This design comes from an exercise in tuning for small area, a short achievable clock period and few clock cycles per item on the open sky130 flow, not from production work. The RTL was checked by simulation tests, not by an equivalence proof against the original design. No activity file was given, so power comes from the tool's default toggle rates.

## run A
==> flow/design.v (excerpt) <==
module serial_frame_to_omni_motor_drive
(
  input  logic                   clk,
  input  logic                   rst_n,
  input  logic                   in_valid,
  output logic                   in_ready,
  input  logic [7:0]             in_data,
  output logic                   out_valid,
  input  logic                   out_ready,
  output logic [1:0]             out_motor_index,
  output logic                   out_forward_pin,
  output logic                   out_reverse_pin,
  output logic [15:0]            out_duty,
  output logic                   out_status_led,
  output logic                   out_last,
  input  logic                   cfg_we,
  input  logic [1:0]             cfg_index,
  input  logic [15:0]            cfg_data
);
  logic [15:0] period_r;
  logic [2:0]  gain_r;
  logic [7:0]  brake_r;
  logic [7:0]  slot_r [sfomd_pkg::FRAME_KEPT];
  logic [5:0]  pos_r;
  logic [6:0]  pos_inc;
  logic [6:0]  wsel_r;      
  logic [6:0]  sa_r, sb_r;  
  logic        in_ready_r;
  logic        jp_r;
  logic        cap_v;
  logic [1:0]  mw_r;
  logic signed [10:0] op_r, oth_r;
  logic signed [13:0] turn_r;
  logic        m_v, m_ph;
  logic signed [13:0] m_r;
  logic [2:0]  ctl_r [4];
  logic        acc_v;
  logic [28:0] acc_s, acc_c;
  logic        a_fwd, a_rev;
  logic        x_v, x_ph;
  logic [28:0] x_r;
  logic        x_fwd, x_rev;
  logic        out_valid_r;
  logic [1:0]  o_idx;
  logic        o_fwd, o_rev, o_led, o_last;
  logic [15:0] o_duty;
  logic accept, end_acc, out_free, deliver, do_d1, x_free, do_c, do_a, do_b;
  logic do_mix, mix_last, judge;
  logic jp_nxt, cap_v_nxt, cap_g_nxt, m_v_nxt, m_ph_nxt, jposs_nxt;
  logic [1:0] mw_nxt;
  assign accept   = in_valid && in_ready_r;
  assign end_acc  = accept && (in_data == sfomd_pkg::END_BYTE);
  assign out_free = !out_valid_r;
  assign deliver  = x_v && x_ph && out_free;
  assign do_d1    = x_v && !x_ph;
  assign x_free   = !x_v || deliver;
  assign do_c     = acc_v && x_free;
  assign do_a     = m_v && !m_ph && (!acc_v || do_c);
  assign do_b     = m_v && m_ph;
  assign do_mix   = cap_v && (!m_v || do_b);
  assign mix_last = do_mix && (mw_r == 2'd3);
  assign judge    = jp_r && (!cap_v || mix_last);
  ...
For scale: roughly 1,800 cells after synthesis, roughly 290 flip-flops, about 19,000 µm² of cells after synthesis.
clock: 7.0 ns
lec_check: 0
cap_margin: 20
core_margin: 2
core_utilization: 40
cts_buf_list: sky130_fd_sc_hd__clkbuf_4 sky130_fd_sc_hd__clkbuf_8
cts_cluster_size: 24
setup_slack_margin: 4.0
slew_margin: 20
run.sh (not shown) runs the stock make flow with config.mk's settings and CLKGATE_MAP_FILE= SYNTH_SCRIPT=/design/flow/synth_recipe.tcl, a recipe that flattens the netlist after the stock synthesis.
Testbench counts of run A, summed over its fixed seeds: cycles 3,184, frames 384.
The following lists how run B was set up differently from run A:
- a deleted CTS_CLUSTER_SIZE that had been 24
- a change of SETUP_SLACK_MARGIN from 4.0 to 3.5
--- outcome ---
- Run B reached the end of the flow, and the finished layout is clean on the timing, design-rule and antenna checks.
- Start point of the critical path: brake_r[2]$_SDFFE_PN0P_ -> run A, gain_r[1]$_SDFFE_PN0P_ -> run B
- Of run A and run B, the higher sequential share of layout area belongs to run B.
- | biggest fanout along the worst timing path | run B vs run A | 19 higher |
- Per the comparison of run B with run A, routed wire length decreased 1.8%, final cell count went down 22, total power lower, average routed wire per standard cell decreased by 0.95% relative to the old numbers, global routing usage on met1 down 0.30 points.
- Run B: final area is 1.8% lower than what run A reported.
- Compared with run A, in run B register-to-register setup slack lost 0.34 ns, worst path buffer plus inverter count went down by 1, number of DRC markers after the initial detailed-route iteration went up.
> inputs changed (run B -> run C)
- SETUP_SLACK_MARGIN: 3.5 -> 4.5
- Taking run B as the reference point, the met3 global-route usage of run C rises by 0.28 points.
- The power in run C sits 0.032 mW above the value recorded for run B.
- Via count (run C over run B): increase, 5.9%
- The lower routed wire length came out of run B.
- Summary: with run B as the reference, total number of nets in the final design in run C moved up by a few percent.
- Reported combinational group power in run C vs run B: up 11%
- Summary of the comparison: area added between synthesis and finish is higher in run C, relative to run B.

========
## build 42
serial_frame_to_omni_motor_drive, a different RTL version from the one above (not shown whole).
Size: ~1700 cells after synthesis, about 290 flip-flops, about 18000 um2 of cells after synthesis.
// serial_frame_to_omni_motor_drive
module serial_frame_to_omni_motor_drive
(
  input  logic                   clk,
  input  logic                   rst_n,
  input  logic                   in_valid,
  output logic                   in_ready,
  input  logic [7:0]             in_data,
  output logic                   out_valid,
  input  logic                   out_ready,
  output logic [1:0]             out_motor_index,
  output logic                   out_forward_pin,
  output logic                   out_reverse_pin,
  output logic [15:0]            out_duty,
  output logic                   out_status_led,
  output logic                   out_last,
  input  logic                   cfg_we,
  input  logic [1:0]             cfg_index,
  input  logic [15:0]            cfg_data
);
export LEC_CHECK = 0
export CAP_MARGIN = 20
export CORE_MARGIN = 2
export CORE_UTILIZATION = 40
export SETUP_SLACK_MARGIN = 4.0
export SLEW_MARGIN = 20
create_clock -name core_clock -period 7.0 [get_ports {clk}]
standard.sh (not shown) runs the stock make flow with config.mk's settings and CLKGATE_MAP_FILE= SYNTH_SCRIPT=/design/flow/synth_recipe.tcl, a recipe that flattens the netlist after the stock synthesis.
==> flow/flow/run.sh <==
#!/bin/bash
set -euo pipefail
bash standard.sh synth > synth.log 2>&1
bash standard.sh \
  "BUFFER_PORTS_ARGS=-buffer_cell sky130_fd_sc_hd__buf_2" \
  "CTS_ARGS=-sink_clustering_enable -repair_clock_nets -dont_use_dummy_load -buf_list {sky130_fd_sc_hd__clkbuf_4 sky130_fd_sc_hd__clkbuf_8}" \
  finish > layout.log 2>&1
Both conditions hold for build 42: the flow ran to the end and the final layout passed the timing, design-rule and antenna checks.
Testbench counts of build 42, summed over its fixed seeds: cycles 3,184, frames 384.
Relative to build 42, the following input files were edited for build 76:
-- flow/flow/run.sh --
<<< build 42, line 6
  "CTS_ARGS=-sink_clustering_enable -repair_clock_nets -dont_use_dummy_load -buf_list {sky130_fd_sc_hd__clkbuf_4 sky130_fd_sc_hd__clkbuf_8}" \
>>> build 76, line 6
  "CTS_ARGS=-sink_clustering_enable -repair_clock_nets -dont_use_dummy_load -buf_list {sky130_fd_sc_hd__clkbuf_4 sky130_fd_sc_hd__clkbuf_8} -sink_clustering_size 14 -sink_clustering_max_diameter 50" \
### Flow results
Summary — non-clock buffer count, build 76 relative to build 42: higher, by 9. Going from build 42 to build 76, final-layout non-clock buffer area share rose 0.35 points, global-route track usage on met2 fell 0.50 points. On clock slew at the register clock pins of the worst setup and hold paths, build 76 and build 42 are neck and neck.
Setup changes, build 76 to build 86
-- flow/config.mk --
<<< build 76, line 11
export SETUP_SLACK_MARGIN = 4.0
>>> build 86, line 11
export SETUP_SLACK_MARGIN = 4.4
### Flow results
Combinational share of power was higher in build 86 than in build 76.
Build 86 against build 76: worst setup slack picked up an extra 0.030 ns; wire length went up about 7%.
Diff build 76 -> build 86: worst slack after detailed placement picked up an extra 0.13 ns; clock network fraction of design power lost 0.9 points; global-route usage picked up an extra 0.38 points; non-clock buffer count picked up an extra 86.
Looking at post-route fraction of the period consumed by the critical path, build 86 sits 0.42 points below build 76.
Lower number of non-filler instances in the completed layout among build 76 and build 86: build 76
Build 76 -> build 86: count of unique library cells instantiated by Yosys delta 0, exact match
The combinational power of build 86 is higher than that of build 76.
The inputs of build 96 differ from those of build 86 as listed below.
==> flow/flow/run.sh <==
#!/bin/bash
set -euo pipefail
bash standard.sh synth > synth.log 2>&1
bash standard.sh \
  "BUFFER_PORTS_ARGS=-buffer_cell sky130_fd_sc_hd__buf_2" \
  "CTS_ARGS=-sink_clustering_enable -repair_clock_nets -dont_use_dummy_load -buf_list {sky130_fd_sc_hd__clkbuf_4}" \
  finish > layout.log 2>&1
-- flow/config.mk --
<<< build 86, line 11
export SETUP_SLACK_MARGIN = 4.4
>>> build 96, line 11
export SETUP_SLACK_MARGIN = 4.0
Build 96 against build 86: insertion delay of the later-clocked pin in the worst-skew pair moved up; clock-pin slew of the registers on the worst-case setup and hold paths ~0 delta; overall die height about even. Build 96: time the worst path needs with I/O delays and setup higher than build 86. Area used by sequential logic in the layout went down slightly going from build 86 to build 96. Taking build 86 as the reference, in build 96 relative area change from synthesis to final layout now sits lower, logic depth of the worst setup path including buffers went down 4, cell area power density rose by 9.9%, final area went down about 6%, via count of the first global-routing pass higher.

========
Setup of v16:
Another version of the RTL of serial_frame_to_omni_motor_drive (not shown whole).
Size in the first run: about 1800 cells after synthesis, about 290 flip-flops, roughly 55 I/O pins.
==> flow/config.mk <==
export PLATFORM = sky130hd
export DESIGN_NAME = serial_frame_to_omni_motor_drive
export DESIGN_NICKNAME = serial_frame_to_omni_motor_drive
export VERILOG_FILES = /design/flow/design.v
export SDC_FILE = /design/flow/constraint.sdc
export NUM_CORES = 4
export LEC_CHECK = 0
export CAP_MARGIN = 20
export CORE_MARGIN = 2
export CORE_UTILIZATION = 40
export CTS_BUF_LIST = sky130_fd_sc_hd__clkbuf_4 sky130_fd_sc_hd__clkbuf_8
export SETUP_SLACK_MARGIN = 4.1
export SLEW_MARGIN = 20
==> flow/constraint.sdc <==
create_clock -name core_clock -period 7.0 [get_ports {clk}]
set_input_delay 1.4000 -clock core_clock [delete_from_list [all_inputs] [get_ports {clk}]]
set_output_delay 1.4000 -clock core_clock [all_outputs]
set_load 0.01 [all_outputs]
==> flow/flow/run.sh <==
#!/bin/bash
set -euo pipefail
bash standard.sh synth > synth.log 2>&1
bash standard.sh \
  "BUFFER_PORTS_ARGS=-buffer_cell sky130_fd_sc_hd__buf_2" \
  "CTS_ARGS=-sink_clustering_enable -repair_clock_nets -dont_use_dummy_load -buf_list {sky130_fd_sc_hd__clkbuf_4 sky130_fd_sc_hd__clkbuf_8}" \
  finish > layout.log 2>&1
Testbench counts of v16, summed over its fixed seeds: cycles 3,184, frames 384.
--- input diff v16..v43 ---
# v16
export LEC_CHECK = 0
export CAP_MARGIN = 20
export CORE_MARGIN = 2
export CORE_UTILIZATION = 40
export CTS_BUF_LIST = sky130_fd_sc_hd__clkbuf_4 sky130_fd_sc_hd__clkbuf_8
export SETUP_SLACK_MARGIN = 4.1
export SLEW_MARGIN = 20
create_clock -name core_clock -period 7.0 [get_ports {clk}]
# v43
export LEC_CHECK = 0
export CAP_MARGIN = 20
export CORE_MARGIN = 2
export CORE_UTILIZATION = 40
export CTS_BUF_LIST = sky130_fd_sc_hd__clkbuf_4 sky130_fd_sc_hd__clkbuf_8
export SETUP_SLACK_MARGIN = 4.0
export SLEW_MARGIN = 20
create_clock -name core_clock -period 7.0 [get_ports {clk}]
==> flow/run.sh (new file) <==
#!/bin/bash
# synth_recipe.tcl (not shown) runs the flow's synth.tcl, then flattens the netlist and writes it again
# the make line also repeats each setting of config.mk as NAME=value (left out here)
make -C /OpenROAD-flow-scripts/flow DESIGN_CONFIG=/design/flow/config.mk WORK_HOME=/design/flow/orfs CLKGATE_MAP_FILE= SYNTH_SCRIPT=/design/flow/synth_recipe.tcl finish
removed: flow/flow/run.sh
removed: flow/standard.sh
==> comparison <==
Global-route usage: v43 higher than v16
As far as number of enable-type register cells in the synthesized netlist goes, v16 and v43 are indistinguishable; the numbers are identical.
Relative to v16, the final critical path time including I/O delays and setup of v43 is higher by 0.030 ns.
Going from v16 to v43, power up about 17%; final cell count up 32; synthesis-to-layout area growth up 3.1 points.
The routed wire length of v43 was inferior to that of v16.
#### Input delta (v26 over v43)
# v43
export LEC_CHECK = 0
export CAP_MARGIN = 20
export CORE_MARGIN = 2
export CORE_UTILIZATION = 40
export CTS_BUF_LIST = sky130_fd_sc_hd__clkbuf_4 sky130_fd_sc_hd__clkbuf_8
export SETUP_SLACK_MARGIN = 4.0
export SLEW_MARGIN = 20
create_clock -name core_clock -period 7.0 [get_ports {clk}]
# v26
export LEC_CHECK = 0
export CAP_MARGIN = 20
export CORE_MARGIN = 2
export CORE_UTILIZATION = 40
export CTS_BUF_LIST = sky130_fd_sc_hd__clkbuf_4 sky130_fd_sc_hd__clkbuf_8
export SETUP_SLACK_MARGIN = 4.2
export SLEW_MARGIN = 20
create_clock -name core_clock -period 7.0 [get_ports {clk}]
==> flow/flow/run.sh (new file) <==
#!/bin/bash
set -euo pipefail
bash standard.sh synth > synth.log 2>&1
bash standard.sh "BUFFER_PORTS_ARGS=-buffer_cell sky130_fd_sc_hd__buf_2" finish > layout.log 2>&1
==> flow/standard.sh (new file) <==
#!/bin/bash
# synth_recipe.tcl (not shown) runs the flow's synth.tcl, then flattens the netlist and writes it again
# the make line also repeats each setting of config.mk as NAME=value (left out here)
make -C /OpenROAD-flow-scripts/flow DESIGN_CONFIG=/design/flow/config.mk WORK_HOME=/design/flow/orfs CLKGATE_MAP_FILE= SYNTH_SCRIPT=/design/flow/synth_recipe.tcl "${@:-finish}"
removed: flow/run.sh
Findings:
- v26 vs. v43: global-route usage shows a reduction of 0.36 points, power per cell area shows a reduction of 2.0%, critical path data arrival time shows a reduction of 0.08 ns.
- Compared v26 vs v43, and non-clock buffer contribution to total cell area is down in v26.
- Diff v26..v43 | total count of max-transition violations in the final report | unchanged
- v26 vs v43, final-layout fill cell count went down by 49.
- Total cell area at the placement stage | v26 below v43
- The lower overall power came out of v26.
- First-iteration DRC count: v26 vs v43 down 146
The following lists how v24 was set up differently from v26:
# v26
export LEC_CHECK = 0
export CAP_MARGIN = 20
export CORE_MARGIN = 2
export CORE_UTILIZATION = 40
export CTS_BUF_LIST = sky130_fd_sc_hd__clkbuf_4 sky130_fd_sc_hd__clkbuf_8
export SETUP_SLACK_MARGIN = 4.2
export SLEW_MARGIN = 20
create_clock -name core_clock -period 7.0 [get_ports {clk}]
# v24
export LEC_CHECK = 0
export CAP_MARGIN = 20
export CORE_MARGIN = 2
export CORE_UTILIZATION = 40
export CTS_BUF_LIST = sky130_fd_sc_hd__clkbuf_4 sky130_fd_sc_hd__clkbuf_8
export SETUP_SLACK_MARGIN = 4.0
export SLEW_MARGIN = 20
create_clock -name core_clock -period 7.0 [get_ports {clk}]
==> flow/flow/run.sh <==
#!/bin/bash
set -euo pipefail
bash standard.sh synth > synth.log 2>&1
bash standard.sh \
  "BUFFER_PORTS_ARGS=-buffer_cell sky130_fd_sc_hd__buf_2" \
  "CTS_ARGS=-sink_clustering_enable -repair_clock_nets -dont_use_dummy_load -buf_list {sky130_fd_sc_hd__clkbuf_4 sky130_fd_sc_hd__clkbuf_8}" \
  finish > layout.log 2>&1
Findings:
v24 | status: complete | timing, DRC, antenna: pass
Placed standard-cell area delta (v26 -> v24): insignificant
~same fmax in v26 and v24
Part of the total power dissipated in combinational logic was lower in v26 than in v24.
Comparing v26 and v24, the lower fraction of area in registers is on v26.
Status: core footprint parity (v26, v24)
Higher cell count among v26 and v24: v26
Area growth from synthesis to layout (v24 over v26): decrease, 5.5 points
Relative to v26, count of TritonRoute iterations in the first routing pass has gone down in v24.
Diff v26 -> v24: worst-case setup margin in the final layout now larger; maximum vdd ir drop now larger.
In v24 relative to v26, finished layout cell area had gone down by a few percent.
Inputs modified between v24 and v29:
# v24
export LEC_CHECK = 0
export CAP_MARGIN = 20
export CORE_MARGIN = 2
export CORE_UTILIZATION = 40
export CTS_BUF_LIST = sky130_fd_sc_hd__clkbuf_4 sky130_fd_sc_hd__clkbuf_8
export SETUP_SLACK_MARGIN = 4.0
export SLEW_MARGIN = 20
create_clock -name core_clock -period 7.0 [get_ports {clk}]
# v29
export LEC_CHECK = 0
export ABC_AREA = 1
export CAP_MARGIN = 20
export CORE_MARGIN = 2
export CORE_UTILIZATION = 40
export SETUP_SLACK_MARGIN = 4.0
export SLEW_MARGIN = 20
create_clock -name core_clock -period 7.0 [get_ports {clk}]
==> flow/flow/run.sh <==
#!/bin/bash
set -euo pipefail
bash standard.sh synth > synth.log 2>&1
bash standard.sh \
  "BUFFER_PORTS_ARGS=-buffer_cell sky130_fd_sc_hd__buf_2" \
  "CTS_ARGS=-sink_clustering_enable -repair_clock_nets -dont_use_dummy_load -buf_list {sky130_fd_sc_hd__clkbuf_4}" \
  finish > layout.log 2>&1
--- outcome ---
- Compared with v24, in v29 initial standard-cell utilization of the core has remained practically unchanged, final cell count has increased.
- A library cell contributing the largest single delay on the critical path of sky130_fd_sc_hd__edfxtp_1 is what v24 shows, while sky130_fd_sc_hd__fa_1 belongs to v29.
- Max via count of the first global-routing pass across v24 and v29: v29
- Fraction of met3 tracks used by global routing in v29 is 0.22 points higher than in v24
- Between v24 and v29, clock-buffer cell count is lower for v24, v29 comes in above that.
- In the tables for v24 and v29, growth of design area from synthesis to finish reads higher with v24.
- Row vertical die dimension: v29 higher / v24 lower
- v29 does worse than v24 on register-to-register slack.
- First-pass GRT wire length on v29 is behind v24.
- When v29 is measured against v24, its xor-xnor portion of the synthesized cell area turns out 1.5 points lower.
Setup changes, v29 to v18
# v29
export LEC_CHECK = 0
export ABC_AREA = 1
export CAP_MARGIN = 20
export CORE_MARGIN = 2
export CORE_UTILIZATION = 40
export SETUP_SLACK_MARGIN = 4.0
export SLEW_MARGIN = 20
create_clock -name core_clock -period 7.0 [get_ports {clk}]
# v18
export LEC_CHECK = 0
export CAP_MARGIN = 20
export CORE_MARGIN = 2
export CORE_UTILIZATION = 40
export SETUP_SLACK_MARGIN = 3.9
export SLEW_MARGIN = 20
create_clock -name core_clock -period 7.0 [get_ports {clk}]
==> flow/flow/run.sh <==
#!/bin/bash
set -euo pipefail
bash standard.sh synth > synth.log 2>&1
bash standard.sh \
  "BUFFER_PORTS_ARGS=-buffer_cell sky130_fd_sc_hd__buf_2" \
  "CTS_ARGS=-sink_clustering_enable -repair_clock_nets -dont_use_dummy_load -buf_list {sky130_fd_sc_hd__clkbuf_4 sky130_fd_sc_hd__clkbuf_8} -sink_clustering_size 14 -sink_clustering_max_diameter 50" \
  finish > layout.log 2>&1
### Flow results
- v18 completed; timing, DRC and antenna clean
- The slowest library cell on the worst path comes out sky130_fd_sc_hd__fa_1 in one run and sky130_fd_sc_hd__dfxtp_1 in the other, namely in v29 and v18 respectively.
- Wire length of the first global-routing pass (v29 / v18): 1.12
- Diff v29 -> v18 | global-route usage | decrease of 2.2 points
- In the tables for v18 and v29, number of nets produced by synthesis reads lower with v18.
- Synthesized cell count in v18 is 296 lower than in v29
- v18 ended with less proportion of cell area spent on the clock network than v29.
- Number of tapcells in v18 is 1.2% below v29.

separate check: timing with driven ports:
The flow's constraints put no driver on any port. The routed layouts listed below were extracted and timed again, unchanged, in two steps. Step 1: set_driving_cell puts a clkbuf_16 on clk and a buf_2 on each other input, an assumption about the parent block. Step 2 moves the port delays by t, midway between the first and last clock arrival at a register: inputs arrive t later, outputs are due t later. That takes back most of the time a late clock gives input paths. a / b / c = ideal ports / drivers / drivers and shift; a / b = the first two.
| run | shift t [ns] | setup slack, ns | hold slack, ns |
|---|---|---|---|
| run A | 0.665 | 4.047 / 4.047 / 3.553 | 0.422 / 0.422 / 0.422 |
| run B | 0.661 | 3.711 / 3.711 / 3.296 | 0.431 / 0.431 / 0.431 |
| run C | 0.665 | 4.228 / 4.228 / 3.948 | 0.417 / 0.417 / 0.417 |
| build 42 | 0.621 | 4.090 / 4.090 / 3.703 | 0.419 / 0.419 / 0.419 |
| build 76 | 0.611 | 4.115 / 4.115 / 3.701 | 0.386 / 0.386 / 0.386 |
| build 86 | 0.605 | 4.145 / 4.145 / 4.110 | 0.426 / 0.426 / 0.426 |
| build 96 | 0.806 | 4.045 / 4.045 / 3.529 | 0.402 / 0.402 / 0.402 |
| v16 | 0.651 | 4.070 / 4.070 / 3.767 | 0.422 / 0.422 / 0.422 |
| v43 | 0.668 | 4.040 / 4.040 / 3.531 | 0.422 / 0.422 / 0.422 |
| v26 | 0.678 | 4.117 / 4.117 / 3.764 | 0.443 / 0.443 / 0.443 |
| v24 | 0.639 | 4.121 / 4.121 / 3.787 | 0.401 / 0.401 / 0.401 |
| v29 | 0.788 | 4.083 / 4.083 / 3.476 | 0.442 / 0.442 / 0.442 |
| v18 | 0.623 | 4.057 / 4.057 / 3.726 | 0.424 / 0.424 / 0.424 |
After both steps setup and hold are still met in every run listed. The setup slack of v29, which loses most, moves by 0.000 ns with the drivers and by -0.607 ns with both steps.
